This is an optimization exercise on Yosys and OpenROAD, whose aim is small area, not a production implementation.
At most, simulation tests tie the RTL to the original design; equivalence was not proved.
The RTL of runs 1 to 3 was laid out without a check of its function.
Power is estimated from default activity; no workload was simulated.

==> design/flow/design.v <==
package setup_pkg;
    localparam int MAX_PASS  = 12;
    localparam int MAX_USERS = 8;
    localparam logic [3:0] KEY_A = 4'hA;
    localparam logic [3:0] KEY_B = 4'hB;
    localparam logic [3:0] BLANK = 4'hF;
    typedef logic [5:0][3:0] bcdPac_t;
    typedef logic [MAX_PASS-1:0][3:0] senhaPac_t;
    typedef struct packed {
        logic                        bip_status;
        logic [6:0]                  bip_time;
        logic [6:0]                  tranca_aut_time;
        senhaPac_t                   senha_master;
        senhaPac_t [MAX_USERS-1:0]   senha_user;
    } setupPac_t;
    typedef enum logic [2:0] {
        S_IDLE   = 3'd0,
        S_ARMED  = 3'd1,
        S_EDIT   = 3'd2,
        S_COMMIT = 3'd3,
        S_DONE   = 3'd4
    } state_t;
    localparam logic [23:0] BCD_BLANK     = {6{4'hF}};
    localparam logic [47:0] SENHA_OFF     = {MAX_PASS{4'hF}};
    localparam logic [47:0] SENHA_DEFAULT = {{(MAX_PASS-4){4'hF}}, 4'h1, 4'h2, 4'h3, 4'h4};
    function automatic logic [6:0] clamp7(input logic [6:0] v, input logic [6:0] lo,
                                          input logic [6:0] hi);
        logic [6:0] r;
        if (v < lo) begin
            r = lo;
        end else if (v > hi) begin
            r = hi;
        end else begin
            r = v;
        end
        clamp7 = r;
    endfunction
    function automatic setupPac_t setup_default();
        setup_default = {1'b1, 7'd5, 7'd5, SENHA_DEFAULT, {MAX_USERS{SENHA_OFF}}};
    endfunction
endpackage
module setup_entry_buf #(
    parameter int PASS_MAX = 12
) (
    input  logic        clk,
    input  logic        rst_n,
    input  logic        clr,
    input  logic        push,
    input  logic [3:0]  digit,
    output logic [47:0] digits
);
    logic [19:0] lo_r;
    logic [27:0] hi_r;
    logic [47:0] cur;
    logic        full;
    assign cur  = {hi_r, lo_r};
    assign full = !(cur[4*PASS_MAX-1] && cur[4*PASS_MAX-2]);
    always_ff @(posedge clk or negedge rst_n) begin
        if (!rst_n) begin
            lo_r <= 20'hFFFFF;
        end else if (clr) begin
            lo_r <= 20'hFFFFF;
        end else if (push && !full) begin
            lo_r <= {lo_r[15:0], digit};
        end
    end
    always_ff @(posedge clk) begin
        if (clr) begin
            hi_r <= 28'hFFFFFFF;
        end else if (push && !full) begin
            hi_r <= {hi_r[23:0], lo_r[19:16]};
        end
    end
    assign digits = cur;
endmodule
module setup_param #(
    parameter int NUM_USERS      = 4,
    parameter int PASS_MAX       = 12,
    parameter int BIP_MIN        = 5,
    parameter int BIP_MAX        = 60,
    parameter int TRANCA_MIN     = 5,
    parameter int TRANCA_MAX     = 60,
    parameter int TIMEOUT_CYCLES = 500
) (
    input  logic       clk,
    input  logic       rst_n,
    input  logic       setup_on,
    input  logic [3:0] digitos_value,
    input  logic       digitos_valid,
    output logic       display_en,
    output setup_pkg::bcdPac_t    bcd_pac,
    output setup_pkg::setupPac_t  data_setup_new,
    output logic       data_setup_ok
);
    localparam logic [3:0] LAST_OPT = 4'(4 + NUM_USERS);
    localparam int NF = 4 + NUM_USERS;    
    if (NUM_USERS < 1 || NUM_USERS > setup_pkg::MAX_USERS || PASS_MAX < 4 || PASS_MAX > setup_pkg::MAX_PASS ||
        TIMEOUT_CYCLES < 1 || BIP_MAX > 63 || TRANCA_MAX > 63) begin : g_param_check
        $error("setup_param: parameter out of range");
    end
    localparam logic [1:0] S_IDLE   = 2'd0;
    localparam logic [1:0] S_EDIT   = 2'd1;
    localparam logic [1:0] S_COMMIT = 2'd3;
    localparam logic [1:0] S_DONE   = 2'd2;
    logic [1:0]  state_r;
    logic [3:0]  opt_r;
    logic        ok_r;
    logic        pub_bip_r;
    logic [5:0]  pub_btime_r;
    logic [5:0]  pub_ttime_r;
    logic [48*(NUM_USERS+1)-1:0] pub_pass_r;    
    logic [NF:1] mod_r;
    logic        wrk_bip_r;
    logic [5:0]  wrk_btime_r;
    logic [5:0]  wrk_ttime_r;
    logic [48*(NUM_USERS+1)-1:0] wrk_pass_r;
    logic        s_idle, s_edit, s_commit, s_done;
    logic        armed_s;
    logic        key_digit_s, key_a_s, key_b_s;
    logic        timeout_s;
    logic        buf_clr_s, buf_push_s;
    logic [47:0] ent_s;
    logic        ent_any_s, ent_two_s, pass_ok_s;
    logic [6:0]  num_s;
    logic [5:0]  btime_s, ttime_s;
    logic        apply_s;
    logic [NF:1] we_s;
    assign s_idle   = (state_r == S_IDLE);
    assign s_edit   = (state_r == S_EDIT);
    assign s_commit = (state_r == S_COMMIT);
    assign s_done   = (state_r == S_DONE);
    assign armed_s  = opt_r[3] && opt_r[2];
    assign key_digit_s = digitos_valid && (digitos_value <= 4'd9);
    assign key_a_s     = digitos_valid && (digitos_value == setup_pkg::KEY_A);
    assign key_b_s     = digitos_valid && (digitos_value == setup_pkg::KEY_B);
    assign buf_push_s  = s_edit && !armed_s && key_digit_s;
    assign buf_clr_s   = s_idle || s_done || (s_edit && key_a_s) || timeout_s;
    setup_entry_buf #(.PASS_MAX(PASS_MAX)) u_entry_buf (
        .clk    (clk),
        .rst_n  (rst_n),
        .clr    (buf_clr_s),
        .push   (buf_push_s),
        .digit  (digitos_value),
        .digits (ent_s)
    );
    localparam int TW = $clog2(TIMEOUT_CYCLES + 1);
    logic [TW-1:0] idle_cnt_r;
    always_ff @(posedge clk) begin
        if (s_edit && !digitos_valid) begin
            idle_cnt_r <= idle_cnt_r + TW'(1);
        end else begin
            idle_cnt_r <= '0;
        end
    end
    assign timeout_s = s_edit && !digitos_valid && (idle_cnt_r == TW'(TIMEOUT_CYCLES - 1));
    assign ent_any_s = !(ent_s[3] && ent_s[2]);
    assign ent_two_s = !(ent_s[7] && ent_s[6]);
    assign pass_ok_s = !(ent_s[15] && ent_s[14]);
    assign num_s   = ent_two_s ? (7'(ent_s[7:4]) * 7'd10 + 7'(ent_s[3:0])) : 7'(ent_s[3:0]);
    assign btime_s = 6'(setup_pkg::clamp7(num_s, 7'(BIP_MIN), 7'(BIP_MAX)));
    assign ttime_s = 6'(setup_pkg::clamp7(num_s, 7'(TRANCA_MIN), 7'(TRANCA_MAX)));
    assign apply_s = ((s_edit && key_a_s) || s_commit) && ent_any_s;
    always_comb begin
        for (int f = 1; f <= NF; f++) begin
            we_s[f] = apply_s && (opt_r == 4'(f)) && ((f < 4) || pass_ok_s);
        end
    end
    always_ff @(posedge clk) begin
        if (s_idle) begin
            mod_r <= '0;
        end else begin
            mod_r <= mod_r | we_s;
        end
        if (we_s[1]) wrk_bip_r   <= (ent_s[3:0] != 4'd0);
        if (we_s[2]) wrk_btime_r <= btime_s;
        if (we_s[3]) wrk_ttime_r <= ttime_s;
        for (int p = 0; p <= NUM_USERS; p++) begin
            if (we_s[4+p]) wrk_pass_r[48*p +: 48] <= ent_s;
        end
    end
    always_ff @(posedge clk or negedge rst_n) begin
        if (!rst_n) begin
            pub_bip_r   <= 1'b1;
            pub_btime_r <= 6'd5;
            pub_ttime_r <= 6'd5;
            pub_pass_r  <= {{NUM_USERS{setup_pkg::SENHA_OFF}}, setup_pkg::SENHA_DEFAULT};
        end else if (s_done) begin
            if (mod_r[1]) pub_bip_r   <= wrk_bip_r;
            if (mod_r[2]) pub_btime_r <= wrk_btime_r;
            if (mod_r[3]) pub_ttime_r <= wrk_ttime_r;
            for (int p = 0; p <= NUM_USERS; p++) begin
                if (mod_r[4+p]) pub_pass_r[48*p +: 48] <= wrk_pass_r[48*p +: 48];
            end
        end
    end
    always_ff @(posedge clk or negedge rst_n) begin
        if (!rst_n) begin
            state_r <= S_IDLE;
            opt_r   <= 4'hF;
            ok_r    <= 1'b0;
        end else begin
            ok_r <= s_done;
            case (state_r)
                S_IDLE: begin
                    if (setup_on) state_r <= S_EDIT;
                end
                S_EDIT: begin
                    if (timeout_s) begin
                        state_r <= S_IDLE;
                        opt_r   <= 4'hF;
                    end else if (key_a_s) begin
                        opt_r <= (opt_r[3] || opt_r == LAST_OPT) ? 4'd1 : (opt_r + 4'd1);
                    end else if (key_b_s) begin
                        state_r <= S_COMMIT;
                    end
                end
                S_COMMIT: begin
                    state_r <= S_DONE;
                end
                default: begin
                    state_r <= S_IDLE;
                    opt_r   <= 4'hF;
                end
            endcase
        end
    end
    assign display_en    = !s_idle;
    assign bcd_pac       = {opt_r, ent_s[19:0]};
    assign data_setup_ok = ok_r;
    assign data_setup_new = {pub_bip_r, 1'b0, pub_btime_r, 1'b0, pub_ttime_r, pub_pass_r[47:0],
                             {(setup_pkg::MAX_USERS - NUM_USERS){setup_pkg::SENHA_OFF}},
                             pub_pass_r[48*(NUM_USERS+1)-1:48]};
endmodule
==> design/flow/flow/run.sh <==
#!/bin/bash
# Standard ORFS layout with three changes to how it is made:
#  - constant outputs: tie cells are shared (at most TIE_FANOUT ports each) instead of one per port
#  - port buffers use the smallest buffer (buf_1) instead of the resizer's default pick
#  - CTS without dummy loads
set -uo pipefail
HERE=$(cd "$(dirname "$0")" && pwd)

export POST_FLOORPLAN_TCL=$HERE/tie.tcl
export BUFFER_PORTS_ARGS="-buffer_cell sky130_fd_sc_hd__buf_1"
[ -f "$HERE/cts_args" ] && export CTS_ARGS="$(cat "$HERE/cts_args")"
bash standard.sh > standard.log 2>&1
rc=$?
cp -r orfs/logs . 2>/dev/null || true
exit $rc
==> design/flow/flow/cts_args <==
-sink_clustering_enable -repair_clock_nets -dont_use_dummy_load
==> design/flow/flow/tie.tcl <==
# Constant outputs: after the standard per-load tie repair, let one tie cell drive
# up to TIE_GROUP ports instead of one tie cell per port.
set tie_group 32
set block [ord::get_db_block]
array set ties {}
foreach inst [$block getInsts] {
  if {[[$inst getMaster] getName] ne "sky130_fd_sc_hd__conb_1"} { continue }
  foreach it [$inst getITerms] {
    set pin [[$it getMTerm] getName]
    if {$pin ne "HI" && $pin ne "LO"} { continue }
    set net [$it getNet]
    if {$net eq "NULL" || $net eq ""} { continue }
    lappend ties($pin) [list $inst $net]
  }
}
foreach pin [array names ties] {
  set n 0
  set target ""
  foreach pair $ties($pin) {
    lassign $pair inst net
    if {$n % $tie_group == 0} {
      set target $net
    } else {
      foreach bt [$net getBTerms] { $bt connect $target }
      foreach it [$net getITerms] {
        if {[$it getInst] ne $inst} { $it connect $target }
      }
      odb::dbInst_destroy $inst
      odb::dbNet_destroy $net
    }
    incr n
  }
  puts "tie.tcl: $pin ties merged from $n to [expr {($n + $tie_group - 1) / $tie_group}]"
}
==> design/flow/standard.sh <==
#!/bin/bash
# synth_recipe.tcl (not shown) runs the flow's synth.tcl, then flattens the netlist and writes it again
# the make line also repeats each setting of config.mk as NAME=value (left out here)
make -C /OpenROAD-flow-scripts/flow DESIGN_CONFIG=/design/flow/config.mk WORK_HOME=/design/flow/orfs CLKGATE_MAP_FILE= SYNTH_SCRIPT=/design/flow/synth_recipe.tcl "${@:-finish}"
==> design/flow/config.mk <==
export PLATFORM = sky130hd
export DESIGN_NAME = setup_param
export DESIGN_NICKNAME = setup_param
export VERILOG_FILES = /design/flow/design.v
export SDC_FILE = /design/flow/constraint.sdc
export NUM_CORES = 4
export LEC_CHECK = 0
export CAP_MARGIN = 20
export CORE_MARGIN = 2
export CORE_UTILIZATION = 40
export SLEW_MARGIN = 20
==> design/flow/constraint.sdc <==
create_clock -name core_clock -period 10.0 [get_ports {clk}]
set_input_delay 2.0000 -clock core_clock [delete_from_list [all_inputs] [get_ports {clk}]]
set_output_delay 2.0000 -clock core_clock [all_outputs]
set_load 0.01 [all_outputs]
==> impl_results.md, run 1 <==
- Status: timing/DRC/antenna clean
- Routed Antenna Nets: 0
- Max-cap violations: 0
- Setup Crit Path Kind: register to primary output
- Type of origin of the critical path: register
- Largest cells by area after synthesis: edfxtp_1 (34%), dfstp_2 (30%), mux2_2 (13%), buf_4 (7.3%), dfxtp_1 (4.0%)
- Initial antenna violation count: 1
- GP Congestion: 0.750
- Hold Startpoint: wrk_pass_r[143]
- Worst Max-Slew Pin Slew: 1020 ps
- H-tree Lvls: 2
- Placed wire-length estimate: 31.8 mm
- Most area-hungry cell type in the Yosys netlist: edfxtp_1
- Worst Setup SP: state_r[0]
- Area occupied by multi-input gates: 4680 um2
- Final worst slack: 5980 ps
- First-pass GRT wire length: 72.7 mm
- Post-Place Worst Slack: 5600 ps
- Cts bufs inserted: 56
- Synth top cells by count: dfstp_2 (258), mux2_2 (254), edfxtp_1 (253)
- PortBufs: 286
- Area growth, synth to finish: 7.79%
- Die area: 57700 um2
- Fin crit share: 0.402
- Total GRT Usage: 0.171
- Portion of total power attributed to combinational logic: 0.062
- Max VDD drop: 133 uV
- Lkg Pwr: 9.08 nW
- Register area share after synthesis: 0.710
- Tightest Hold Check Type: register to register
- Post-CTS Hold Buffers: 0
- Initial DRC count: 460
- First drt pass iteration count: 5
- Post-Route Skew: 52.3 ps
- Clk sink count: 578
- Mapped Area: 22300 um2
- Vias/cell: 4.88
- Clock share of power: 0.382
- Core Util, Final: 0.436
- Clk root buf: clkbuf_16
- Worst skew pair latency: 600 ps
- FP Rows: 86
- GRT Residual Overflow: 0
- # resized after CTS: 0
- Die height: 240 um
- Crit-path max FO: 9
- Post-CTS Setup Inserts: 0
- Max Fclk: 249 MHz
- Core area: 55100 um2
- Slew Limit Headroom: 0.316
- Setup violators final: 0
- Slew Limit Fails: 0
- Die Span X: 240 um
- Synthesized area per cell: 16.0 um2
- Net Sw Power: 1.04 mW
- Layout cells sized above 1: 0.404
- Cell with the most instances after synthesis: dfstp_2
- FF+latch count, synth: 578
- WL per Instance: 22.2 um
- Worst path required time: 8000 ps
- Clock Path Buffers: 3
- Residual DRC: 0
- Sw frac: 0.226
- Vias in the first global route: 11200
- Reg2Reg Launch Point: u_entry_buf.lo_r[7]
- Min Tclk post-route: 4020 ps
- Final hold vios: 0
- RSZ-0062 raised after global routing: no
- Yosys cell types: 55
- Final net count: 1522
- Final Power: 4.62 mW
- Cells after synthesis: 1396
- Initial Utilization: 0.405
- Leading register cell type out of synthesis: dfstp_2
- Diode count: 0
- TritonCTS clock tree: done
- Synth async-reset ratio: 0.484
- Largest net degree at the start of global routing: 76
- EDFF count, synth: 253
- Setup Total Neg Slack: 0 ps
- Routed Wire Length: 49.8 mm
- Number of I/O pins: 481
- Worst EP arrival: 2020 ps
- Internal Power: 3.57 mW
- Via count: 10900
- Fill cells: 4941
- CP endpoint kind: primary output
- Reg power frac: 0.556
- Power Density: 192 nW/um2
- Storage cell area: 15800 um2
- Ys Warns: 2
- Clock transition at path regs: 60 ps
- Yosys top cell area share: 0.341
-- area by class of cell --
| class | instances | share of cell area |
|---|---|---|
| inverter | 8 | 0.00125 |
| sequential | 578 | 0.658 |
| timing repair buffer | 297 | 0.0483 |
| clock buffer | 56 | 0.0583 |
| multi-input combinational | 556 | 0.195 |
| tap | 748 | 0.0389 |
-- power by group through the flow --
stage          clock, mW  sequential, mW  combinational [mW]
2_1_floorplan          0            2.59               0.255
3_3_place_gp           0            2.61               0.282
3_5_place_dp           0            2.61               0.289
4_1_cts             1.82            2.57               0.290
6_report            1.77            2.57               0.285
5_1_grt             1.91            2.57               0.318
-- layer usage --
layer | wire length, um | vias up | GRT usage
met1 | 20200 | 5659 | 0.209
met3 | 2660 | 97 | 0.0356
li1 | - | 4862 | -
met2 | 25300 | 325 | 0.297
met4 | 1630 | 0 | 0.0619
met5 | 0 | - | 0
-- cells by family (layout without fill, tap and decap cells) --
kind of cell             count (synthesis)  after routing  share of synthesized area
flip-flops                             578            578                      0.710
buffers and inverters                  267            361                     0.0832
multiplexers                           254            254                      0.128
AND/OR/NAND/NOR                        220            220                     0.0474
AO/OA/AOI/OAI                           50             50                     0.0176
adder cells (fa/ha/maj)                 17             17                     0.0102
XOR/XNOR                                 8              8                    0.00314
other                                    2              7                   0.000337
-- per-stage QoR --
stage / area [um2] / instances / hold WS [ps]
after global routing: 24000 / 2243 / 462
after global placement: 22600 / 2187 / 426
final: 24000 / 2243 / 439
after floorplan: 23000 / 1588 / 413
after detailed placement: 22600 / 2187 / 441
after CTS: 24000 / 2243 / 444
-- state kept, by name, summed over array words and instances, names as in the netlist, 6 cells and up --
signal	cells
pub_btime_r	6
wrk_ttime_r	6
pub_ttime_r	6
u_entry_buf.hi_r	28
wrk_btime_r	6
wrk_pass_r	240
idle_cnt_r	9
mod_r	8
u_entry_buf.lo_r	20
pub_pass_r	240
-- worst max-delay path, cell delays in order, from the launching register on --
cell,delay (ps)
dfrtp_1,420
inv_1,130
ha_1,260
clkinv_1,400
buf_1,250
-- final timing paths --
check / cells past startpoint / endpoint / slack [ps]
worst max-delay path: 4 / display_en / 5980
max in group asynchronous: 3 / pub_pass_r[6] / 6760
worst min register to register: 1 / pub_pass_r[143] / 440
min in group asynchronous: 1 / pub_pass_r[221] / 1430
worst max register to register: 8 / wrk_btime_r[1] / 6730
worst min-delay path: 1 / pub_pass_r[143] / 440
-- cells in the final DEF, fill, tap and decap left out, types with 4 or more instances in the layout --
master	count
buf_1	285
dfstp_2	258
mux2_2	254
edfxtp_1	253
nand2_1	105
clkbuf_16	56
nand3_1	49
dfxtp_1	45
dfrtp_1	22
nor2_1	16
ha_1	15
o21ai_0	12
buf_4	11
o21a_1	10
a21oi_1	8
inv_1	7
conb_1	7
and2_2	5
xor2_1	4
xnor2_1	4
nand2b_1	4
==> run 2, diff against run 1 <==
--- a/design/flow/design.v
+++ b/design/flow/design.v
@@ -178,18 +178,29 @@
             if (we_s[4+p]) wrk_pass_r[48*p +: 48] <= ent_s;
         end
     end
+    logic          pub_go_r;
+    logic [NF:1]   pub_ld_s, pub_keep_s;
+    always_comb begin
+        for (int f = 1; f <= NF; f++) begin
+            pub_ld_s[f]   = pub_go_r && mod_r[f];
+            pub_keep_s[f] = !(s_done && mod_r[f]);
+        end
+    end
     always_ff @(posedge clk or negedge rst_n) begin
         if (!rst_n) begin
+            pub_go_r    <= 1'b0;
             pub_bip_r   <= 1'b1;
             pub_btime_r <= 6'd5;
             pub_ttime_r <= 6'd5;
             pub_pass_r  <= {{NUM_USERS{setup_pkg::SENHA_OFF}}, setup_pkg::SENHA_DEFAULT};
-        end else if (s_done) begin
-            if (mod_r[1]) pub_bip_r   <= wrk_bip_r;
-            if (mod_r[2]) pub_btime_r <= wrk_btime_r;
-            if (mod_r[3]) pub_ttime_r <= wrk_ttime_r;
+        end else begin
+            pub_go_r    <= s_commit;
+            pub_bip_r   <= (wrk_bip_r & pub_ld_s[1]) | (pub_bip_r & pub_keep_s[1]);
+            pub_btime_r <= (wrk_btime_r & {6{pub_ld_s[2]}}) | (pub_btime_r & {6{pub_keep_s[2]}});
+            pub_ttime_r <= (wrk_ttime_r & {6{pub_ld_s[3]}}) | (pub_ttime_r & {6{pub_keep_s[3]}});
             for (int p = 0; p <= NUM_USERS; p++) begin
-                if (mod_r[4+p]) pub_pass_r[48*p +: 48] <= wrk_pass_r[48*p +: 48];
+                pub_pass_r[48*p +: 48] <= (wrk_pass_r[48*p +: 48] & {48{pub_ld_s[4+p]}}) |
+                                          (pub_pass_r[48*p +: 48] & {48{pub_keep_s[4+p]}});
             end
         end
     end
==> design/flow/flow/cts_args (replaced) <==
-sink_clustering_enable -repair_clock_nets -dont_use_dummy_load -sink_clustering_size 18 -sink_clustering_max_diameter 50 -buf_list {sky130_fd_sc_hd__clkbuf_8}
--- a/design/flow/config.mk
+++ b/design/flow/config.mk
@@ -7,5 +7,5 @@
 export LEC_CHECK = 0
 export CAP_MARGIN = 20
 export CORE_MARGIN = 2
-export CORE_UTILIZATION = 40
+export CORE_UTILIZATION = 70
 export SLEW_MARGIN = 20
==> run 2 against run 1 <==
Still clean. Combinational power up 11%. Design area shrank 7.5%. Non-clock buffer count shrank 2. Global-route usage grew 13 points. Clock skew is 36 ps higher.
==> impl_results.md, run 2 <==
- Initial antenna violation count: 0
- Status: timing/DRC/antenna clean
- Cts bufs inserted: 44
- Max Fclk: 240 MHz
- Largest regs: pub_pass_r: 240 flops, wrk_pass_r: 240 flops, u_entry_buf.hi_r: 28 flops
- Layout cells sized above 1: 0.230
- Reg power frac: 0.653
- Initial Utilization: 0.712
- GP Congestion: 0.876
- Crit path cell chain: buf_1 -> nand4b_1 -> nor3b_2 -> o21ai_1 -> nor2_1 -> and3_2 -> buf_4
- Placed wire-length estimate: 30.8 mm
- Post-CTS Setup Inserts: 0
- Synthesized area per cell: 15.2 um2
- Synth async-reset ratio: 0.485
- Largest net degree at the start of global routing: 74
- Crit-path max FO: 28
- Max-cap violations: 0
- Leading register cell type out of synthesis: dfstp_2
- Most frequent cells in the layout: buf_1 (285), dfstp_2 (258), a22o_1 (257)
- Die height: 180 um
- Worst skew pair latency: 590 ps
- Clock transition at path regs: 100 ps
- Clk sink count: 579
- Residual DRC: 0
- Worst EP arrival: 4380 ps
- Clock share of power: 0.268
- Setup Total Neg Slack: 0 ps
- Worst Max-Slew Pin Slew: 1130 ps
- Routed Antenna Nets: 0
- FP Rows: 64
- Met3 WL post-DR: 2.98 mm
- Cell with the most instances after synthesis: dfstp_2
- Lkg Pwr: 8.06 nW
- Final worst slack: 5840 ps
- Mapped Area: 21800 um2
- Via count: 11900
- Max VDD drop: 161 uV
- Die Span X: 180 um
- GRT Residual Overflow: 0
- Setup violators final: 0
- Ys Warns: 2
- Synth top cells by count: dfstp_2 (258), a22o_1 (257), edfxtp_1 (253)
- Post-CTS Hold Buffers: 0
- Cells after synthesis: 1437
- CP delay by family, top: simple AND/OR/NAND/NOR gates
- First-pass GRT wire length: 72.4 mm
- Fin crit share: 0.416
- Setup Crit Path Kind: input port to register
- Worst path required time: 10220 ps
- Total GRT Usage: 0.297
- Slew Limit Fails: 0
- Post-Place Worst Slack: 5350 ps
- Diode count: 0
- Die area: 32500 um2
- EDFF count, synth: 253
- TritonCTS clock tree: done
- Vias in the first global route: 11400
- Tightest Hold Check Type: register to register
- M1 WL: 20.3 mm
- Largest cells by area after synthesis: edfxtp_1 (35%), dfstp_2 (31%), a22o_1 (10%), buf_4 (7.4%), dfxtp_1 (4.1%)
- Most common cell after layout, fill and taps aside: buf_1
- Top Layer Used: met4
- Clk root buf: clkbuf_8
- Register area share after synthesis: 0.728
- Internal Power: 3.02 mW
- Type of origin of the critical path: input port
- Routed Wire Length: 48.7 mm
- RSZ-0062 raised after global routing: no
- Min Tclk post-route: 4160 ps
- Core area: 30600 um2
- Slew Limit Headroom: 0.246
- Most area-hungry cell type in the Yosys netlist: edfxtp_1
- Clock Path Buffers: 3
- CP endpoint kind: register
- Power Density: 180 nW/um2
- Number of I/O pins: 481
- Final net count: 1521
- Yosys cell types: 56
- Net Sw Power: 969 uW
- First drt pass iteration count: 5
- WL per Instance: 25.8 um
- Yosys top cell area share: 0.349
- # resized after CTS: 0
- Vias/cell: 6.28
- Sw frac: 0.243
- Worst path bufs/invs: 2
- Critical-path top delay cell: and3_2
- H-tree Lvls: 2
- Final hold vios: 0
- Portion of total power attributed to combinational logic: 0.079
- Initial DRC count: 1044
- Largest stage delay on the critical path: 640 ps
- Met2 wire length: 23.7 mm
- FF+latch count, synth: 579
- Post-Route Skew: 88.2 ps
- Area growth, synth to finish: 2.01%
- PortBufs: 286
[run 2: path summary, 6_finish.rpt]
path                                     start         endpoint  slack (ps)  cells past startpoint
max reg2reg                u_entry_buf.lo_r[7]   wrk_ttime_r[0]        6630                      8
min reg2reg                     wrk_pass_r[16]   pub_pass_r[16]         410                      1
max in group asynchronous                rst_n   pub_ttime_r[4]        6850                      3
min in group asynchronous                rst_n    pub_pass_r[0]        1660                      2
max                              digitos_valid  wrk_pass_r[127]        5840                      7
min                             wrk_pass_r[16]   pub_pass_r[16]         410                      1
[run 2: cells by family after synthesis]
kind of cell               synth area share
AOI/OAI and AO/OA                     0.117
and+or+nand+nor                      0.0500
buffers and inverters                0.0889
DFF                                   0.728
xor gates and xnor gates            0.00402
adders and majority gates            0.0105
muxes                               0.00155
other                              0.000345
[run 2: power groups by stage]
stage               registers, mW  clock network, mW  logic, mW
finish                       2.61               1.07      0.315
global route                 2.61               1.17      0.345
CTS                          2.61               1.09      0.313
detailed placement           2.65                  0      0.312
global placement             2.65                  0      0.305
floorplan                    2.62                  0      0.277
[run 2: metal layers]
metal / global-route usage / vias to the layer above
li1: - / 5125
met1: 0.424 / 6107
met5: 0 / -
met3: 0.0402 / 118
met2: 0.480 / 521
met4: 0.106 / 0
[run 2: through the flow]
| step | instances | hold WS, ps | instance area [um2] | util | power (mW) |
|---|---|---|---|---|---|
| after global placement | 1846 | 425 | 21600 | 0.706 | 2.95 |
| after floorplan | 1629 | 413 | 22500 | - | 2.90 |
| after CTS | 1890 | 409 | 22200 | 0.726 | 4.01 |
| after global routing | 1890 | 417 | 22200 | 0.727 | 4.12 |
| after detailed placement | 1846 | 436 | 21600 | 0.706 | 2.96 |
| final | 1890 | 413 | 22200 | 0.727 | 3.99 |
[run 2: cell type report]
class	instances	area (um2)
clock buffers	44	606
fillers	2026	8370
inverters	11	41.3
multi-input cells	565	4080
flip-flops and latches	579	15900
well taps	396	495
repair buffers	295	1140
==> run 3, diff against run 2 <==
==> design/flow/flow/cts_args (replaced) <==
-sink_clustering_enable -repair_clock_nets -dont_use_dummy_load -sink_clustering_size 30 -sink_clustering_max_diameter 60 -buf_list {sky130_fd_sc_hd__clkbuf_16}
==> run 3 against run 2 <==
Area after synthesis unchanged. Power up 6.7%. Wire length about the same. Utilization up 0.97 points. Critical endpoint is now wrk_pass_r[2].
==> impl_results.md, run 3 <==
- Area occupied by multi-input gates: 4080 um2
- Critical-path top delay cell: and3_2
- Worst path bufs/invs: 2
- Post-Route Skew: 36.7 ps
- Clock transition at path regs: 60 ps
- Register area share after synthesis: 0.728
- Worst Max-Slew Pin Slew: 1140 ps
- Diode count: 0
- Worst EP arrival: 4340 ps
- Power Density: 189 nW/um2
- Setup Crit Path Kind: input port to register
- GRT Residual Overflow: 0
- Lkg Pwr: 8.18 nW
- Final net count: 1513
- Cell with the most instances after synthesis: dfstp_2
- Synth async-reset ratio: 0.485
- Worst skew pair latency: 540 ps
- Fill cells: 1978
- GP Congestion: 0.876
- Setup Total Neg Slack: 0 ps
- Cells after synthesis: 1437
- Final Power: 4.26 mW
- Storage cell area: 15900 um2
- CP endpoint kind: register
- Hold Path Depth: 1
- Routed Wire Length: 48.7 mm
- Number of I/O pins: 481
- Die height: 180 um
- Initial DRC count: 1114
- Yosys top cell area share: 0.349
- CP delay by family, top: simple AND/OR/NAND/NOR gates
- Initial Utilization: 0.712
- Slew Limit Fails: 0
- Ys Warns: 2
- Setup violators final: 0
- Met3 usage: 0.0386
- PortBufs: 286
- Clk sink count: 579
- Min Tclk post-route: 4180 ps
- Type of origin of the critical path: input port
- Slew Limit Headroom: 0.239
- FP Rows: 64
- Cts bufs inserted: 36
- WL per Instance: 25.9 um
- # resized after CTS: 0
- Die area: 32500 um2
- Total GRT Usage: 0.298
- Tightest Hold Check Type: register to register
- Via count: 11800
- EDFF count, synth: 253
- Crit path cell chain: buf_1 -> nand4b_1 -> nor3b_2 -> o21ai_1 -> nor2_1 -> and3_2 -> buf_4
- Max-cap violations: 0
- Most frequent cells in the layout: buf_1 (285), dfstp_2 (258), a22o_1 (257)
- Met1 Track Usage GR: 0.425
- Residual DRC: 0
- FF+latch count, synth: 579
- First-pass GRT wire length: 72.8 mm
- Routed Antenna Nets: 0
- Clk root buf: clkbuf_16
- Yosys cell types: 56
- Placed wire-length estimate: 30.8 mm
- Largest stage delay on the critical path: 610 ps
- Clock Path Buffers: 3
- Critical path depth: 7
- Core area: 30600 um2
- Post-CTS Hold Buffers: 0
- Final hold vios: 0
- Mapped Area: 21800 um2
- Most area-hungry cell type in the Yosys netlist: edfxtp_1
- Met2 usage: 0.491
- First drt pass iteration count: 5
- Max VDD drop: 207 uV
- Largest cells by area after synthesis: edfxtp_1 (35%), dfstp_2 (31%), a22o_1 (10%), buf_4 (7.4%), dfxtp_1 (4.1%)
- Worst path required time: 10160 ps
- Reg2Reg Depth: 8
- Synthesized area per cell: 15.2 um2
- Crit-path max FO: 28
- Most common cell after layout, fill and taps aside: buf_1
- Fin crit share: 0.418
- Leading register cell type out of synthesis: dfstp_2
- RSZ-0062 raised after global routing: no
- Area growth, synth to finish: 3.37%
- Status: timing/DRC/antenna clean
- Vias in the first global route: 11400
- Die Span X: 180 um
- Synth top cells by count: dfstp_2 (258), a22o_1 (257), edfxtp_1 (253)
- Vias/cell: 6.29
- Largest regs: pub_pass_r: 240 flops, wrk_pass_r: 240 flops, u_entry_buf.hi_r: 28 flops
- Initial antenna violation count: 0
- H-tree Lvls: 2
- TritonCTS clock tree: done
- Post-CTS Setup Inserts: 0
- Layout cells sized above 1: 0.225
- Busiest grt layer: met2
- Max Fclk: 239 MHz
- Largest net degree at the start of global routing: 74
[run 3: power by group]
part	switching [mW]	internal (mW)
logic	0.225	0.0906
registers	0.0703	2.54
clock network	0.695	0.641
[run 3: cell families (layout without fill, tap and decap cells)]
family                   after synthesis  count (layout)  share of synthesized area
adder cells (fa/ha/maj)               17              17                     0.0105
multiplexers                           3               3                    0.00155
other                                  2               7                   0.000345
AO/OA/AOI/OAI                        300             300                      0.117
flip-flops                           579             579                      0.728
XOR/XNOR                              10              10                    0.00402
AND/OR/NAND/NOR                      228             228                     0.0500
buffers and inverters                298             342                     0.0889
[run 3: final cells by class]
type                            count  area share
Clock buffer                       36      0.0400
Multi-Input combinational cell    565       0.181
Sequential cell                   579       0.704
Tap cell                          396      0.0220
Inverter                           11     0.00183
Timing Repair Buffer              295      0.0508
[run 3: path summary, 6_finish.rpt]
check | slack, ps | to | startpoint
worst max-delay path | 5820 | wrk_pass_r[2] | digitos_valid
worst min-delay path | 440 | idle_cnt_r[0] | idle_cnt_r[0]
worst max register to register | 6610 | wrk_ttime_r[0] | u_entry_buf.lo_r[7]
worst min register to register | 440 | idle_cnt_r[0] | idle_cnt_r[0]
max in group asynchronous | 6800 | pub_pass_r[1] | rst_n
min in group asynchronous | 1730 | pub_pass_r[0] | rst_n
[run 3: metal layers]
layer | vias up | routed length [um]
li1 | 5133 | -
met1 | 6091 | 20200
met2 | 525 | 24000
met3 | 93 | 3210
met4 | 0 | 1400
met5 | - | 0
[run 3: stage by stage]
step / instance area, um2 / worst slack [ps] / utilization / std cells / hold WS, ps
CTS: 22500 / 5830 / 0.735 / 1882 / 440
finish: 22500 / 5820 / 0.736 / 1882 / 438
floorplan: 22500 / 3530 / - / 1629 / 413
global route: 22500 / 5720 / 0.736 / 1882 / 457
detailed placement: 21600 / 5350 / 0.706 / 1846 / 436
global placement: 21600 / 5430 / 0.706 / 1846 / 425
==> run 4, diff against run 3 <==
--- a/design/flow/design.v
+++ b/design/flow/design.v
@@ -143,20 +143,41 @@
         .digit  (digitos_value),
         .digits (ent_s)
     );
-    localparam int TW = $clog2(TIMEOUT_CYCLES + 1);
+    localparam int TW = $clog2(TIMEOUT_CYCLES + 2) < 3 ? 3 : $clog2(TIMEOUT_CYCLES + 2);
+    localparam logic [TW-1:0] IDLE_LAST = lfsr_after(TIMEOUT_CYCLES - 1);
     logic [TW-1:0] idle_cnt_r;
+    function automatic logic [TW-1:0] lfsr_next(input logic [TW-1:0] v);
+        lfsr_next = {v[TW-2:0], ~(v[TW-1] ^ v[lfsr_tap() - 1])};
+    endfunction
+    function automatic int lfsr_tap();
+        case (TW)
+            3: lfsr_tap = 2;   4: lfsr_tap = 3;   5: lfsr_tap = 3;   6: lfsr_tap = 5;
+            7: lfsr_tap = 6;   8: lfsr_tap = 6;   9: lfsr_tap = 5;   10: lfsr_tap = 7;
+            11: lfsr_tap = 9;  12: lfsr_tap = 6;  13: lfsr_tap = 4;  14: lfsr_tap = 5;
+            15: lfsr_tap = 14; default: lfsr_tap = 1;
+        endcase
+    endfunction
+    function automatic logic [TW-1:0] lfsr_after(input int n);
+        logic [TW-1:0] v;
+        v = '0;
+        for (int i = 0; i < n; i++) v = lfsr_next(v);
+        lfsr_after = v;
+    endfunction
     always_ff @(posedge clk) begin
         if (s_edit && !digitos_valid) begin
-            idle_cnt_r <= idle_cnt_r + TW'(1);
+            idle_cnt_r <= lfsr_next(idle_cnt_r);
         end else begin
             idle_cnt_r <= '0;
         end
     end
-    assign timeout_s = s_edit && !digitos_valid && (idle_cnt_r == TW'(TIMEOUT_CYCLES - 1));
+    assign timeout_s = s_edit && !digitos_valid && (idle_cnt_r == IDLE_LAST);
     assign ent_any_s = !(ent_s[3] && ent_s[2]);
     assign ent_two_s = !(ent_s[7] && ent_s[6]);
     assign pass_ok_s = !(ent_s[15] && ent_s[14]);
-    assign num_s   = ent_two_s ? (7'(ent_s[7:4]) * 7'd10 + 7'(ent_s[3:0])) : 7'(ent_s[3:0]);
+    logic [3:0] tens_s, ones_s;
+    assign tens_s = ent_two_s ? ent_s[7:4] : 4'd0;
+    assign ones_s = ent_s[3:0];
+    assign num_s   = 7'(tens_s) * 7'd10 + 7'(ones_s);
     assign btime_s = 6'(setup_pkg::clamp7(num_s, 7'(BIP_MIN), 7'(BIP_MAX)));
     assign ttime_s = 6'(setup_pkg::clamp7(num_s, 7'(TRANCA_MIN), 7'(TRANCA_MAX)));
     assign apply_s = ((s_edit && key_a_s) || s_commit) && ent_any_s;
==> design/flow/flow/cts_args (replaced) <==
-sink_clustering_enable -repair_clock_nets -dont_use_dummy_load -sink_clustering_size 18 -sink_clustering_max_diameter 50 -buf_list {sky130_fd_sc_hd__clkbuf_8}
==> run 4 against run 3 <==
Clock power fell by 21%. Sequential power increased by 2%. Setup slack better by 250 ps. Highest routed layer unchanged. Sequential share of layout area rose by 1.5 points. Still clean on timing, DRC and antenna.
==> impl_results.md, run 4 <==
- RSZ-0062 raised after global routing: no
- Slew Limit Fails: 0
- First-pass GRT wire length: 70.7 mm
- Met1 Track Usage GR: 0.410
- Cts bufs inserted: 43
- Synth top cells by count: dfstp_2 (258), a22o_1 (253), edfxtp_1 (253)
- Final hold vios: 0
- Vias/cell: 6.20
- Setup Total Neg Slack: 0 ps
- Max-cap violations: 0
- Register area share after synthesis: 0.732
- Fin crit share: 0.393
- Synth async-reset ratio: 0.485
- Post-CTS Hold Buffers: 0
- H-tree Lvls: 2
- Max VDD drop: 145 uV
- Mapped Area: 21700 um2
- Reg power frac: 0.655
- Post-Place Worst Slack: 5500 ps
- Most common cell after layout, fill and taps aside: buf_1
- Crit-path max FO: 30
- Setup Crit Path Kind: input port to register
- Layout cells sized above 1: 0.231
- Clk root buf: clkbuf_8
- Portion of total power attributed to combinational logic: 0.082
- Vias in the first global route: 11100
- Die area: 32400 um2
- Final net count: 1490
- Sw frac: 0.248
- Busiest grt layer: met2
- Clock share of power: 0.263
- Worst EP arrival: 4160 ps
- Max Fclk: 254 MHz
- WL per Instance: 25.4 um
- Worst Setup SP: digitos_valid
- Worst Max-Slew Pin Slew: 1060 ps
- Met3 usage: 0.0458
- Status: timing/DRC/antenna clean
- Die Span X: 180 um
- Met2 usage: 0.459
- Clock Path Buffers: 3
- First drt pass iteration count: 5
- Core area: 30500 um2
- Cell with the most instances after synthesis: dfstp_2
- Ys Warns: 2
- Routed Wire Length: 47.4 mm
- Leading register cell type out of synthesis: dfstp_2
- GRT Residual Overflow: 0
- Final hold slack: 422 ps
- Internal Power: 3.04 mW
- Final worst slack: 6070 ps
- Power Density: 183 nW/um2
- Yosys cell types: 59
- FP Rows: 64
- Placed wire-length estimate: 30.3 mm
- Largest regs: pub_pass_r: 240 flops, wrk_pass_r: 240 flops, u_entry_buf.hi_r: 28 flops
- Most area-hungry cell type in the Yosys netlist: edfxtp_1
- Most frequent cells in the layout: buf_1 (285), dfstp_2 (258), a22o_1 (253), edfxtp_1 (253), nand2_1 (100)
- Number of I/O pins: 481
- Hold Startpoint: wrk_pass_r[63]
- GP Congestion: 0.830
- Synthesized area per cell: 15.4 um2
- Via count: 11500
- Clk sink count: 579
- Lkg Pwr: 8.32 nW
- Tightest Hold Check Type: register to register
- PortBufs: 286
- Largest cells by area after synthesis: edfxtp_1 (35%), dfstp_2 (31%), a22o_1 (10%), buf_4 (7.6%), dfxtp_1 (4.2%)
- FF+latch count, synth: 579
- Setup violators final: 0
- Worst path required time: 10230 ps
- Cells after synthesis: 1407
- Clock transition at path regs: 110 ps
- CP endpoint kind: register
- Slew Limit Headroom: 0.288
- Total GRT Usage: 0.291
- Initial DRC count: 1021
- Die height: 180 um
- Net Sw Power: 1.00 mW
- Area growth, synth to finish: 1.76%
- Diode count: 0
- Largest net degree at the start of global routing: 82
- EDFF count, synth: 253
- # resized after CTS: 0
- Post-Route Skew: 49.9 ps
- Worst skew pair latency: 600 ps
- Yosys top cell area share: 0.351
- Type of origin of the critical path: input port
- TritonCTS clock tree: done
- Residual DRC: 0
- Min Tclk post-route: 3930 ps
- Initial Utilization: 0.710
- Initial antenna violation count: 0
- Reg2Reg Launch Point: u_entry_buf.lo_r[7]
- Post-CTS Setup Inserts: 0
- Routed Antenna Nets: 0
==> run 4: power by group through the flow <==
stage	combinational (mW)	sequential [mW]	clock, mW
after floorplan	0.324	2.64	0
after global placement	0.325	2.69	0
after detailed placement	0.331	2.70	0
after CTS	0.332	2.65	1.08
after global routing	0.373	2.66	1.17
final	0.331	2.65	1.06
==> run 4: final cells by class <==
class                           instances  area (um2)
Timing Repair Buffer                  298        1170
Sequential cell                       579       15900
Clock buffer                           43         592
Fill cell                            1975        8460
Inverter                               11        41.3
Tap cell                              396         495
Multi-Input combinational cell        535        3900
==> run 4: critical path, stage by stage <==
cell and delay, ps:
buf_1 250, and4b_1 290, a31oi_1 160, nor3b_1 380
and2_2 570, buf_4 480
==> run 4: routing by layer <==
| layer | wire, um | vias to the layer above |
|---|---|---|
| met4 | 2110 | 0 |
| met5 | 0 | - |
| met1 | 20000 | 5964 |
| met3 | 2600 | 112 |
| met2 | 22600 | 455 |
| li1 | - | 5012 |
==> run 4: path summary, 6_finish.rpt <==
kind	cells past startpoint	end	slack [ps]
max in group asynchronous	2	pub_ttime_r[1]	6910
worst max register to register	7	wrk_btime_r[0]	6580
min in group asynchronous	1	ok_r	1590
worst max-delay path	6	wrk_pass_r[117]	6070
worst min register to register	1	pub_pass_r[63]	420
worst min-delay path	1	pub_pass_r[63]	420
==> run 4: logic make-up after synthesis <==
| group | after synthesis | synth area share |
|---|---|---|
| AND/OR/NAND/NOR | 204 | 0.0453 |
| adder cells (fa/ha/maj) | 14 | 0.00843 |
| flip-flops | 579 | 0.732 |
| XOR/XNOR | 7 | 0.00283 |
| multiplexers | 2 | 0.000982 |
| buffers and inverters | 298 | 0.0915 |
| other | 2 | 0.000347 |
| AO/OA/AOI/OAI | 301 | 0.119 |
==> run 4: stage by stage <==
step,utilization,cell area (um2),std cells,power (mW)
floorplan,-,22400,1599,2.97
global placement,0.703,21400,1819,3.02
detailed placement,0.703,21400,1819,3.03
CTS,0.722,22000,1862,4.06
global route,0.723,22000,1862,4.20
finish,0.723,22000,1862,4.04
==> run 5, diff against run 4 <==
==> design/flow/flow/cts_args (replaced) <==
-sink_clustering_enable -repair_clock_nets -dont_use_dummy_load -sink_clustering_size 10 -sink_clustering_max_diameter 40 -buf_list {sky130_fd_sc_hd__clkbuf_4}
==> run 5 against run 4 <==
Still clean on timing, DRC and antenna. Utilization decreased by 0.24 points. Register-to-register slack improved by 30 ps. Final cell count increased by 1.4%. Area after synthesis unchanged. Design area decreased by 0.33%. Non-clock buffer count unchanged. Largest power group unchanged. Highest routed layer unchanged.
==> impl_results.md, run 5 <==
- Fill cells: 1998
- Yosys cell types: 59
- Die area: 32400 um2
- First drt pass iteration count: 5
- Area occupied by multi-input gates: 3900 um2
- Area after DPL: 21400 um2
- Hold Path Depth: 1
- TritonCTS clock tree: done
- Number of I/O pins: 481
- Final worst slack: 6140 ps
- Post-Route Skew: 67.1 ps
- Initial Utilization: 0.710
- Most frequent cells in the layout: buf_1 (285), dfstp_2 (258), a22o_1 (253), edfxtp_1 (253), nand2_1 (100)
- Post-CTS Setup Inserts: 0
- Cts bufs inserted: 69
- Largest regs: pub_pass_r: 240 flops, wrk_pass_r: 240 flops, u_entry_buf.hi_r: 28 flops
- Worst path required time: 8000 ps
- R2r endpoint: wrk_btime_r[0]
- Storage cell area: 15900 um2
- Final net count: 1516
- Final Power: 3.98 mW
- Die height: 180 um
- Largest net degree at the start of global routing: 82
- Slew Limit Fails: 0
- Die Span X: 180 um
- Area growth, synth to finish: 1.41%
- Synth top cells by count: dfstp_2 (258), a22o_1 (253), edfxtp_1 (253)
- Setup Crit Path Kind: register to primary output
- Vias/cell: 6.20
- Reg2Reg Depth: 7
- Worst R2R Setup Slack: 6610 ps
- Slew Limit Headroom: 0.276
- EDFF count, synth: 253
- Largest cells by area after synthesis: edfxtp_1 (35%), dfstp_2 (31%), a22o_1 (10%), buf_4 (7.6%), dfxtp_1 (4.2%)
- Core Util, Final: 0.720
- Total GRT Usage: 0.293
- Initial antenna violation count: 0
- Max Fclk: 259 MHz
- Ys Warns: 2
- Status: timing/DRC/antenna clean
- RSZ-0062 raised after global routing: no
- Cells after synthesis: 1407
- Max VDD drop: 158 uV
- Worst Hold End: pub_pass_r[128]
- Fin crit share: 0.386
- Final hold vios: 0
- Max-cap violations: 0
- CP endpoint kind: primary output
- Crit-path max FO: 10
- Synthesized area per cell: 15.4 um2
- Worst EP arrival: 1860 ps
- Diode count: 0
- Mapped Area: 21700 um2
- Layout cells sized above 1: 0.245
- Final std cells w/o fill: 1888
- First-pass GRT wire length: 71.2 mm
- Post-Place Worst Slack: 5500 ps
- Residual DRC: 0
- H-tree Lvls: 3
- Final hold slack: 430 ps
- Register area share after synthesis: 0.732
- FF+latch count, synth: 579
- # resized after CTS: 0
- Cell with the most instances after synthesis: dfstp_2
- Most common cell after layout, fill and taps aside: buf_1
- Hold Startpoint: wrk_pass_r[128]
- WL per Instance: 25.2 um
- Clk sink count: 579
- Core area: 30500 um2
- Initial DRC count: 1026
- Via count: 11700
- Clock Path Buffers: 3
- Synth async-reset ratio: 0.485
- FP Rows: 64
- Clock transition at path regs: 90 ps
- PortBufs: 286
- Setup Total Neg Slack: 0 ps
- Routed Antenna Nets: 0
- Setup violators final: 0
- GP Congestion: 0.830
- Post-CTS Hold Buffers: 0
- Finished Cell Area: 22000 um2
- Type of origin of the critical path: register
- Lkg Pwr: 8.33 nW
- Reg2Reg Launch Point: u_entry_buf.lo_r[6]
- Vias in the first global route: 11300
- Leading register cell type out of synthesis: dfstp_2
- Power Density: 181 nW/um2
- Placed wire-length estimate: 30.3 mm
- Worst Max-Slew Pin Slew: 1080 ps
- Clk root buf: clkbuf_4
- Routed Wire Length: 47.6 mm
- GRT Residual Overflow: 0
- Most area-hungry cell type in the Yosys netlist: edfxtp_1
- Yosys top cell area share: 0.351
- Cell total after placement: 1819
- Min Tclk post-route: 3860 ps
- Worst skew pair latency: 700 ps
- Tightest Hold Check Type: register to register
## run 5: cell counts after synthesis
No cell type changed its count.
## run 5: cell families after synthesis
group                    share of synthesized area
AND/OR/NAND/NOR                             0.0453
flip-flops                                   0.732
buffers and inverters                       0.0915
AO/OA/AOI/OAI                                0.119
multiplexers                              0.000982
XOR/XNOR                                   0.00283
other                                     0.000347
adder cells (fa/ha/maj)                    0.00843
## run 5: layout make-up
class / count / share of cell area
clock buffer: 69 / 0.0236
inverter: 11 / 0.00188
sequential: 579 / 0.721
timing repair buffer: 298 / 0.0531
tap: 396 / 0.0225
multi-input combinational: 535 / 0.177
## run 5: critical path, cell delays in order, from the launching register on
cell and delay, ps:
dfrtp_1 430, inv_1 100, ha_1 240, inv_2 240, buf_1 190
## run 5: power breakdown
part           switching, mW  total (mW)  internal [mW]  leakage [nW]
Combinational          0.237       0.333         0.0962          2.13
Sequential            0.0924        2.65           2.56          5.88
Clock                  0.678       0.998          0.320         0.317
## run 5: worst max path at each step
stage,startpoint,to,cells past startpoint
after floorplan,digitos_value[2],wrk_pass_r[192],3
final,state_r[1],display_en,4
after global placement,digitos_valid,wrk_pass_r[110],6
after CTS,state_r[1],display_en,4
after detailed placement,digitos_valid,wrk_pass_r[110],6
after global routing,state_r[1],display_en,4
## run 5: per-layer routing
layer	global-route usage	vias to the layer above	routed length, um
li1	-	5088	-
met1	0.408	6030	19900
met2	0.467	481	23200
met3	0.0472	112	2840
met4	0.126	0	1730
met5	0	-	0
==> run 6, diff against run 5 <==
--- a/design/flow/config.mk
+++ b/design/flow/config.mk
@@ -7,5 +7,5 @@
 export LEC_CHECK = 0
 export CAP_MARGIN = 20
 export CORE_MARGIN = 2
-export CORE_UTILIZATION = 70
+export CORE_UTILIZATION = 82
 export SLEW_MARGIN = 20
==> run 6 against run 5 <==
Still clean on timing, DRC and antenna. Fmax shrank 2.2%. Clock skew increased by 0.60 ps. Setup slack worse by 88 ps. Die area decreased by 14%. Combinational power rose by 2%. Synthesized cell count unchanged. Critical path type unchanged. Largest cell class unchanged.
==> impl_results.md, run 6 <==
- Status: timing/DRC/antenna clean
- Final hold vios: 0
- Post-CTS Setup Inserts: 0
- Final Power: 3.99 mW
- Worst Setup SP: state_r[1]
- Clock Path Buffers: 3
- Synthesized area per cell: 15.4 um2
- Ys Warns: 2
- Leading register cell type out of synthesis: dfstp_2
- Worst Max-Slew Pin Slew: 1150 ps
- Lkg Pwr: 8.34 nW
- Clock transition at path regs: 110 ps
- RSZ-0062 raised after global routing: no
- Max-cap violations: 0
- H-tree Lvls: 3
- Cells after synthesis: 1407
- First drt pass iteration count: 5
- Initial DRC count: 1027
- Final net count: 1515
- First-pass GRT wire length: 71.1 mm
- Vias/cell: 6.58
- Final std cells w/o fill: 1827
- Die Span X: 167 um
- TritonCTS clock tree: done
- Slew Limit Fails: 0
- Post-CTS Hold Buffers: 0
- Synth top cells by count: dfstp_2 (258), a22o_1 (253), edfxtp_1 (253)
- Max Fclk: 253 MHz
- Synth async-reset ratio: 0.485
- Fin crit share: 0.395
- Most area-hungry cell type in the Yosys netlist: edfxtp_1
- FP Rows: 59
- Initial Utilization: 0.834
- Slew Limit Headroom: 0.234
- Post-Route Skew: 67.7 ps
- Cts bufs inserted: 68
- FF+latch count, synth: 579
- Register area share after synthesis: 0.732
- Core Util, Final: 0.844
- Die height: 167 um
- CP endpoint kind: primary output
- Yosys cell types: 59
- # resized after CTS: 0
- Tightest Hold Check Type: register to register
- Largest net degree at the start of global routing: 89
- Hold Startpoint: wrk_pass_r[68]
- Number of I/O pins: 481
- Clk root buf: clkbuf_4
- Initial antenna violation count: 0
- Setup violators final: 0
- Worst skew pair latency: 720 ps
- Power Density: 182 nW/um2
- EDFF count, synth: 253
- GP Congestion: 0.824
- Reg2Reg Launch Point: u_entry_buf.lo_r[6]
- Area growth, synth to finish: 1.22%
- Setup Total Neg Slack: 0 ps
- Most frequent cells in the layout: buf_1 (285), dfstp_2 (258), a22o_1 (253), edfxtp_1 (253), nand2_1 (100)
- PortBufs: 286
- Cell total after placement: 1756
- Yosys top cell area share: 0.351
- Largest regs: pub_pass_r: 240 flops, wrk_pass_r: 240 flops, u_entry_buf.hi_r: 28 flops
- Setup Crit Path Kind: register to primary output
- Crit-path max FO: 10
- Routed Wire Length: 47.4 mm
- Total GRT Usage: 0.341
- Layout cells sized above 1: 0.244
- Mapped Area: 21700 um2
- Largest cells by area after synthesis: edfxtp_1 (35%), dfstp_2 (31%), a22o_1 (10%), buf_4 (7.6%), dfxtp_1 (4.2%)
- Most common cell after layout, fill and taps aside: buf_1
- Worst path required time: 8000 ps
- Worst EP arrival: 1950 ps
- WL per Instance: 26.0 um
- Vias in the first global route: 11700
- Via count: 12000
- Max VDD drop: 151 uV
- Residual DRC: 0
- Routed Antenna Nets: 0
- Type of origin of the critical path: register
- Clk sink count: 579
- Fill cells: 1266
- Cell with the most instances after synthesis: dfstp_2
- Core area: 26000 um2
- Min Tclk post-route: 3950 ps
- GRT Residual Overflow: 0
- Placed wire-length estimate: 29.9 mm
- Die area: 27700 um2
[run 6: cell types whose count changed in the layout (fill, tap and decap cells not counted), sizes merged]
cell    before  now
diode        0    1
clkbuf      70   69
[run 6: worst max-delay path, cell delays in order (launching register included)]
cell and delay, ps:
dfrtp_1 460, inv_1 110, ha_1 250, inv_2 240, buf_1 190
[run 6: cells by family after synthesis]
logic type,after synthesis,share of synthesized area
other,2,0.000347
flip-flops,579,0.732
buffers and inverters,298,0.0915
multiplexers,2,0.000982
XOR/XNOR,7,0.00283
AND/OR/NAND/NOR,204,0.0453
AO/OA/AOI/OAI,301,0.119
adder cells (fa/ha/maj),14,0.00843
[run 6: layout make-up]
type,instances,area [um2],share of cell area
Antenna cell,1,2.50,0.000114
Clock buffer,68,510,0.0233
Inverter,11,41.3,0.00188
Multi-Input combinational cell,535,3900,0.178
Sequential cell,579,15900,0.723
Tap cell,335,419,0.0191
Timing Repair Buffer,298,1210,0.0552
[run 6: worst paths after layout]
| check | cells past startpoint | endpoint | slack [ps] |
|---|---|---|---|
| hold reg to reg | 1 | pub_pass_r[68] | 440 |
| setup / recovery | 4 | display_en | 6050 |
| hold / removal | 1 | pub_pass_r[68] | 440 |
| min in group asynchronous | 1 | ok_r | 1290 |
| setup reg to reg | 7 | wrk_ttime_r[0] | 6740 |
| max in group asynchronous | 4 | pub_pass_r[0] | 6670 |
[run 6: power by group]
| part | switching [mW] | leakage [nW] | internal (mW) |
|---|---|---|---|
| clock network | 0.676 | 0.313 | 0.315 |
| registers | 0.0961 | 5.88 | 2.56 |
| logic | 0.243 | 2.15 | 0.0979 |
| total | 1.02 | 8.34 | 2.97 |
[run 6: stage by stage]
stage                     worst slack [ps]  area (um2)  hold WS [ps]
after global routing                  5950       21900           449
after floorplan                       2320       22400           421
after global placement                5550       21400           441
final                                 6050       21900           437
after CTS                             6030       21900           440
after detailed placement              5440       21400           450
[run 6: layer usage]
metal  up-vias  share of wire  global-route usage
met5         -              0                   0
met4         0          0.037               0.129
met3       124          0.093              0.0630
met2       728           0.49               0.551
met1      6085           0.38               0.477
li1       5085              -                   -
==> run 7, diff against run 6 <==
==> design/flow/config.mk (replaced) <==
export PLATFORM = sky130hd
export DESIGN_NAME = setup_param
export DESIGN_NICKNAME = setup_param
export VERILOG_FILES = /design/flow/design.v
export SDC_FILE = /design/flow/constraint.sdc
export NUM_CORES = 4
export LEC_CHECK = 0
export CAP_MARGIN = 0
export CORE_MARGIN = 2
export CORE_UTILIZATION = 70
export SLEW_MARGIN = 0
==> run 7 against run 6 <==
Fmax up 2.5%. Combinational power down 3%. Sequential power about the same. Die area up 17%. Non-clock buffer count unchanged. Highest routed layer unchanged. Via count down 3.0%. Sequential share of layout area down 0.091 points.
==> impl_results.md, run 7 <==
- Initial DRC count: 1015
- Routed Wire Length: 47.5 mm
- Clock Path Buffers: 3
- Post-Route Skew: 67.8 ps
- Crit-path max FO: 10
- Die Span X: 180 um
- Sw frac: 0.253
- Via count: 11700
- Register area share after synthesis: 0.732
- PortBufs: 286
- Initial antenna violation count: 0
- RSZ-0062 raised after global routing: no
- Clock transition at path regs: 90 ps
- Yosys top cell area share: 0.351
- Clk sink count: 579
- Max VDD drop: 156 uV
- First drt pass iteration count: 5
- FF+latch count, synth: 579
- Routed Antenna Nets: 0
- Min Tclk post-route: 3850 ps
- Portion of total power attributed to combinational logic: 0.083
- Post-CTS Hold Buffers: 0
- Lkg Pwr: 8.30 nW
- Largest net degree at the start of global routing: 82
- Area growth, synth to finish: 1.35%
- FP Rows: 64
- # resized after CTS: 0
- Final worst slack: 6150 ps
- GP Congestion: 0.830
- Largest cells by area after synthesis: edfxtp_1 (35%), dfstp_2 (31%), a22o_1 (10%), buf_4 (7.6%), dfxtp_1 (4.2%)
- Max Fclk: 260 MHz
- Max-cap violations: 0
- Most area-hungry cell type in the Yosys netlist: edfxtp_1
- Vias in the first global route: 11300
- TritonCTS clock tree: done
- Worst skew pair latency: 700 ps
- Number of I/O pins: 481
- Layout cells sized above 1: 0.245
- Synth top cells by count: dfstp_2 (258), a22o_1 (253), edfxtp_1 (253)
- Net Sw Power: 1.01 mW
- Synthesized area per cell: 15.4 um2
- Fin crit share: 0.385
- Tightest Hold Check Type: register to register
- GRT Residual Overflow: 0
- Diode count: 0
- EDFF count, synth: 253
- Clk root buf: clkbuf_4
- Placed wire-length estimate: 30.3 mm
- WL per Instance: 25.2 um
- Area after DPL: 21400 um2
- First-pass GRT wire length: 71.2 mm
- Clock share of power: 0.251
- Synth async-reset ratio: 0.485
- Residual DRC: 0
- Total GRT Usage: 0.293
- Most common cell after layout, fill and taps aside: buf_1
- Largest regs: pub_pass_r: 240 flops, wrk_pass_r: 240 flops, u_entry_buf.hi_r: 28 flops
- Worst EP arrival: 1850 ps
- Reg power frac: 0.665
- Type of origin of the critical path: register
- Core area: 30500 um2
- Status: timing/DRC/antenna clean
- Finished Cell Area: 22000 um2
- CP endpoint kind: primary output
- Vias/cell: 6.18
- Cts bufs inserted: 69
- Worst path required time: 8000 ps
- Post-Place Worst Slack: 5500 ps
- Final hold vios: 0
- Die area: 32400 um2
- H-tree Lvls: 3
- Cells after synthesis: 1407
- Ys Warns: 2
- Cell with the most instances after synthesis: dfstp_2
- Post-CTS Setup Inserts: 0
- Power Density: 181 nW/um2
- Setup Crit Path Kind: register to primary output
- Slew Limit Fails: 0
- Slew Limit Headroom: 0.211
- Final hold slack: 426 ps
- Initial Utilization: 0.710
- Leading register cell type out of synthesis: dfstp_2
- Worst Max-Slew Pin Slew: 1180 ps
- Most frequent cells in the layout: buf_1 (285), dfstp_2 (258), a22o_1 (253), edfxtp_1 (253), nand2_1 (100)
- Die height: 180 um
- Setup violators final: 0
- Yosys cell types: 59
- Core Util, Final: 0.720
- Final net count: 1516
- Internal Power: 2.97 mW
- Mapped Area: 21700 um2
- Setup Total Neg Slack: 0 ps
==> run 7: cell types whose count changed in the layout (fill, tap and decap cells not counted) <==
cell	change
buf_16	-2
buf_4	+3
buf_6	-1
clkbuf_4	+1
diode_2	-1
nand2_2	+2
nand2_4	-2
==> run 7: layer usage <==
metal	share of wire	track usage	up-vias
li1	-	-	5090
met1	0.41	0.408	5983
met2	0.49	0.467	474
met3	0.063	0.0472	117
met4	0.039	0.126	0
met5	0	0	-
==> run 7: worst paths after layout <==
kind                                startpoint               to  slack [ps]  cells after the start
max reg2reg                u_entry_buf.lo_r[7]   wrk_btime_r[0]        6640                      7
max in group asynchronous                rst_n       state_r[0]        7040                      2
max                                 state_r[1]       display_en        6150                      4
min in group asynchronous                rst_n             ok_r        1480                      1
min reg2reg                    wrk_pass_r[128]  pub_pass_r[128]         430                      1
min                            wrk_pass_r[128]  pub_pass_r[128]         430                      1
==> run 7: power groups by stage <==
stage               Sequential [mW]  Combinational, mW  Clock (mW)
CTS                            2.65              0.332        1.02
finish                         2.65              0.331        1.00
floorplan                      2.64              0.324           0
global placement               2.69              0.325           0
global route                   2.66              0.371        1.11
detailed placement             2.70              0.331           0
==> run 7: worst max-delay path, stage by stage, from the launching register on <==
cell and delay, ps:
dfrtp_1 430, inv_1 100, ha_1 240, inv_2 230, buf_1 190
==> run 7: cell families after synthesis <==
group	share of synthesized area
other	0.000347
AND/OR/NAND/NOR	0.0453
AO/OA/AOI/OAI	0.119
multiplexers	0.000982
XOR/XNOR	0.00283
flip-flops	0.732
adder cells (fa/ha/maj)	0.00843
buffers and inverters	0.0915
==> run 7: cell type report <==
cell class | instances | area (um2)
sequential | 579 | 15900
tap | 396 | 495
clock buffer | 69 | 518
inverter | 11 | 41.3
multi-input combinational | 535 | 3890
timing repair buffer | 298 | 1170
fill | 1996 | 8550
==> run 7: per-stage QoR <==
stage          cells  power, mW
2_1_floorplan   1599       2.97
3_3_place_gp    1819       3.02
3_5_place_dp    1819       3.03
4_1_cts         1888       4.00
5_1_grt         1888       4.14
6_report        1888       3.98
==> run 8, diff against run 7 <==
==> design/flow/flow/cts_args (replaced) <==
-sink_clustering_enable -repair_clock_nets -dont_use_dummy_load -sink_clustering_size 6 -sink_clustering_max_diameter 30 -buf_list {sky130_fd_sc_hd__clkbuf_2}
==> run 8 against run 7 <==
Still clean. Non-clock buffer count is the same. Critical path depth is the same. Combinational power is essentially flat. Flip-flop and latch count is the same. Largest cell class unchanged. Largest power group unchanged. Highest routed layer unchanged.
==> impl_results.md, run 8 <==
- Hold Path Depth: 1
- TritonCTS clock tree: done
- Sw frac: 0.265
- Most frequent cells in the layout: buf_1 (285), dfstp_2 (258), a22o_1 (253), edfxtp_1 (253), clkbuf_2 (113)
- Max-cap violations: 0
- CP endpoint kind: primary output
- Total GRT Usage: 0.296
- Most area-hungry cell type in the Yosys netlist: edfxtp_1
- Worst Max-Slew Pin Slew: 1190 ps
- EDFF count, synth: 253
- Reg2Reg Depth: 7
- Mapped Area: 21700 um2
- Max VDD drop: 156 uV
- Worst skew pair latency: 950 ps
- Critical path depth: 4
- Yosys cell types: 59
- Final Power: 4.01 mW
- Reg power frac: 0.661
- First drt pass iteration count: 6
- Largest regs: pub_pass_r: 240 flops, wrk_pass_r: 240 flops, u_entry_buf.hi_r: 28 flops
- Final hold vios: 0
- Synth async-reset ratio: 0.485
- Setup violators final: 0
- CP delay by family, top: buffers and inverters
- H-tree Lvls: 3
- Synth top cells by count: dfstp_2 (258), a22o_1 (253), edfxtp_1 (253)
- FP Rows: 64
- Die area: 32400 um2
- Slew Limit Fails: 0
- Initial Utilization: 0.710
- # resized after CTS: 0
- Cts bufs inserted: 113
- Layout cells sized above 1: 0.266
- Ys Warns: 2
- Clock Path Buffers: 3
- Tightest Hold Check Type: register to register
- Min Tclk post-route: 4090 ps
- Worst path required time: 8000 ps
- Largest stage delay on the critical path: 420 ps
- Area growth, synth to finish: 1.58%
- Crit-path max FO: 10
- Setup Crit Path Kind: register to primary output
- Routed Antenna Nets: 0
- Type of origin of the critical path: register
- Die height: 180 um
- Die Span X: 180 um
- Number of I/O pins: 481
- Cell with the most instances after synthesis: dfstp_2
- Portion of total power attributed to combinational logic: 0.083
- Clock share of power: 0.256
- Fill cells: 2019
- Post-Route Skew: 85.4 ps
- Setup Total Neg Slack: 0 ps
- Slew Limit Headroom: 0.209
- Placed wire-length estimate: 30.3 mm
- Fin crit share: 0.409
- Status: timing/DRC/antenna clean
- Max Fclk: 244 MHz
- Final hold slack: 424 ps
- Final net count: 1560
- Lkg Pwr: 8.45 nW
- Net Sw Power: 1.06 mW
- Routed Wire Length: 47.9 mm
- Post-CTS Setup Inserts: 0
- Initial DRC count: 1101
- Worst path bufs/invs: 3
- RSZ-0062 raised after global routing: no
- PortBufs: 286
- Initial antenna violation count: 1
- FF+latch count, synth: 579
- Leading register cell type out of synthesis: dfstp_2
- Clock transition at path regs: 110 ps
- Cells after synthesis: 1407
- Internal Power: 2.95 mW
- Yosys top cell area share: 0.351
- Worst EP arrival: 2090 ps
- GP Congestion: 0.830
- Post-CTS Hold Buffers: 0
- Clk sink count: 579
- GRT Residual Overflow: 0
- Synthesized area per cell: 15.4 um2
- Post-Place Worst Slack: 5500 ps
- Vias in the first global route: 11600
- Register area share after synthesis: 0.732
- Critical-path top delay cell: dfrtp_1
- First-pass GRT wire length: 72.0 mm
- Largest cells by area after synthesis: edfxtp_1 (35%), dfstp_2 (31%), a22o_1 (10%), buf_4 (7.6%), dfxtp_1 (4.2%)
- Clk root buf: clkbuf_2
- Power Density: 182 nW/um2
- Core area: 30500 um2
- Vias/cell: 6.18
- Via count: 11900
- Most common cell after layout, fill and taps aside: buf_1
- WL per Instance: 24.8 um
- Crit path cell chain: inv_1 -> ha_1 -> inv_2 -> buf_1
- Residual DRC: 0
- Final worst slack: 5910 ps
- Largest net degree at the start of global routing: 82
run 8: power groups by stage:
| stage | clock, mW | combinational, mW | sequential, mW |
|---|---|---|---|
| 2_1_floorplan | 0 | 0.324 | 2.64 |
| 3_3_place_gp | 0 | 0.325 | 2.69 |
| 3_5_place_dp | 0 | 0.331 | 2.70 |
| 4_1_cts | 1.06 | 0.332 | 2.65 |
| 5_1_grt | 1.17 | 0.371 | 2.66 |
| 6_report | 1.03 | 0.332 | 2.65 |
run 8: cell families after synthesis:
family	share of synthesized area
flops	0.732
compound gates	0.119
buf+inv	0.0915
simple gates	0.0453
fa+ha+maj	0.00843
xor+xnor	0.00283
other cells	0.000347
mux	0.000982
run 8: final timing paths:
| check | to | start | slack (ps) |
|---|---|---|---|
| max | display_en | state_r[1] | 5910 |
| min | pub_pass_r[161] | wrk_pass_r[161] | 420 |
| max reg2reg | wrk_btime_r[0] | u_entry_buf.lo_r[6] | 6560 |
| min reg2reg | pub_pass_r[161] | wrk_pass_r[161] | 420 |
| max in group asynchronous | pub_btime_r[4] | rst_n | 7290 |
| min in group asynchronous | ok_r | rst_n | 1240 |
run 8: cell type report:
| type | instances | area [um2] | area share |
|---|---|---|---|
| Sequential cell | 579 | 15900 | 0.720 |
| Multi-Input combinational cell | 535 | 3890 | 0.177 |
| Timing Repair Buffer | 298 | 1170 | 0.0530 |
| Clock buffer | 113 | 566 | 0.0257 |
| Tap cell | 396 | 495 | 0.0225 |
| Inverter | 11 | 41.3 | 0.00188 |
| Antenna cell | 1 | 2.50 | 0.000114 |
run 8: routing by layer:
metal	global-route usage	routed length, um	vias to the layer above
met5	0	0	-
li1	-	-	5197
met3	0.0545	3130	105
met2	0.463	23100	530
met4	0.130	1860	0
met1	0.415	19800	6106
run 8: through the flow:
| step | cell area [um2] | util | std cells |
|---|---|---|---|
| 2_1_floorplan | 22400 | - | 1599 |
| 5_1_grt | 22000 | 0.721 | 1933 |
| 4_1_cts | 22000 | 0.721 | 1932 |
| 3_5_place_dp | 21400 | 0.703 | 1819 |
| 6_report | 22000 | 0.721 | 1933 |
| 3_3_place_gp | 21400 | 0.703 | 1819 |

## static timing again, ports no longer ideal
How much do the figures lean on ideal ports? The routed layouts below were timed once more, with nothing changed but the port constraints. Step 1: set_driving_cell puts a clkbuf_16 on clk and a buf_2 on each other input, an assumption about the parent block. Step 2 moves the port delays by t, midway between the first and last clock arrival at a register: inputs arrive t later, outputs are due t later. That takes back most of the time a late clock gives input paths. a / b / c = ideal / step 1 / step 2; a / b = the first two.
| run | shift t [ns] | setup WS [ns] | worst hold slack (ns) | pins driven straight from the clock port |
|---|---|---|---|---|
| run 1 | 0.635 | 5.979 / 5.922 / 5.610 | 0.439 / 0.439 / 0.439 | 1 |
| run 2 | 0.597 | 5.839 / 5.861 / 5.264 | 0.413 / 0.413 / 0.413 | 1 |
| run 3 | 0.572 | 5.821 / 5.841 / 5.270 | 0.438 / 0.438 / 0.438 | 1 |
| run 4 | 0.611 | 6.070 / 6.086 / 5.475 | 0.422 / 0.422 / 0.422 | 1 |
| run 5 | 0.706 | 6.142 / 6.104 / 5.475 | 0.430 / 0.430 / 0.430 | 1 |
| run 6 | 0.721 | 6.054 / 6.019 / 5.357 | 0.437 / 0.437 / 0.437 | 1 |
| run 7 | 0.709 | 6.149 / 6.109 / 5.478 | 0.426 / 0.426 / 0.426 | 1 |
| run 8 | 0.942 | 5.908 / 5.871 / 5.433 | 0.424 / 0.424 / 0.424 | 1 |
After both steps every run listed still meets setup and hold. For run 6, which loses most, drivers alone change the setup slack by -0.035 ns; drivers and shift together by -0.697 ns.
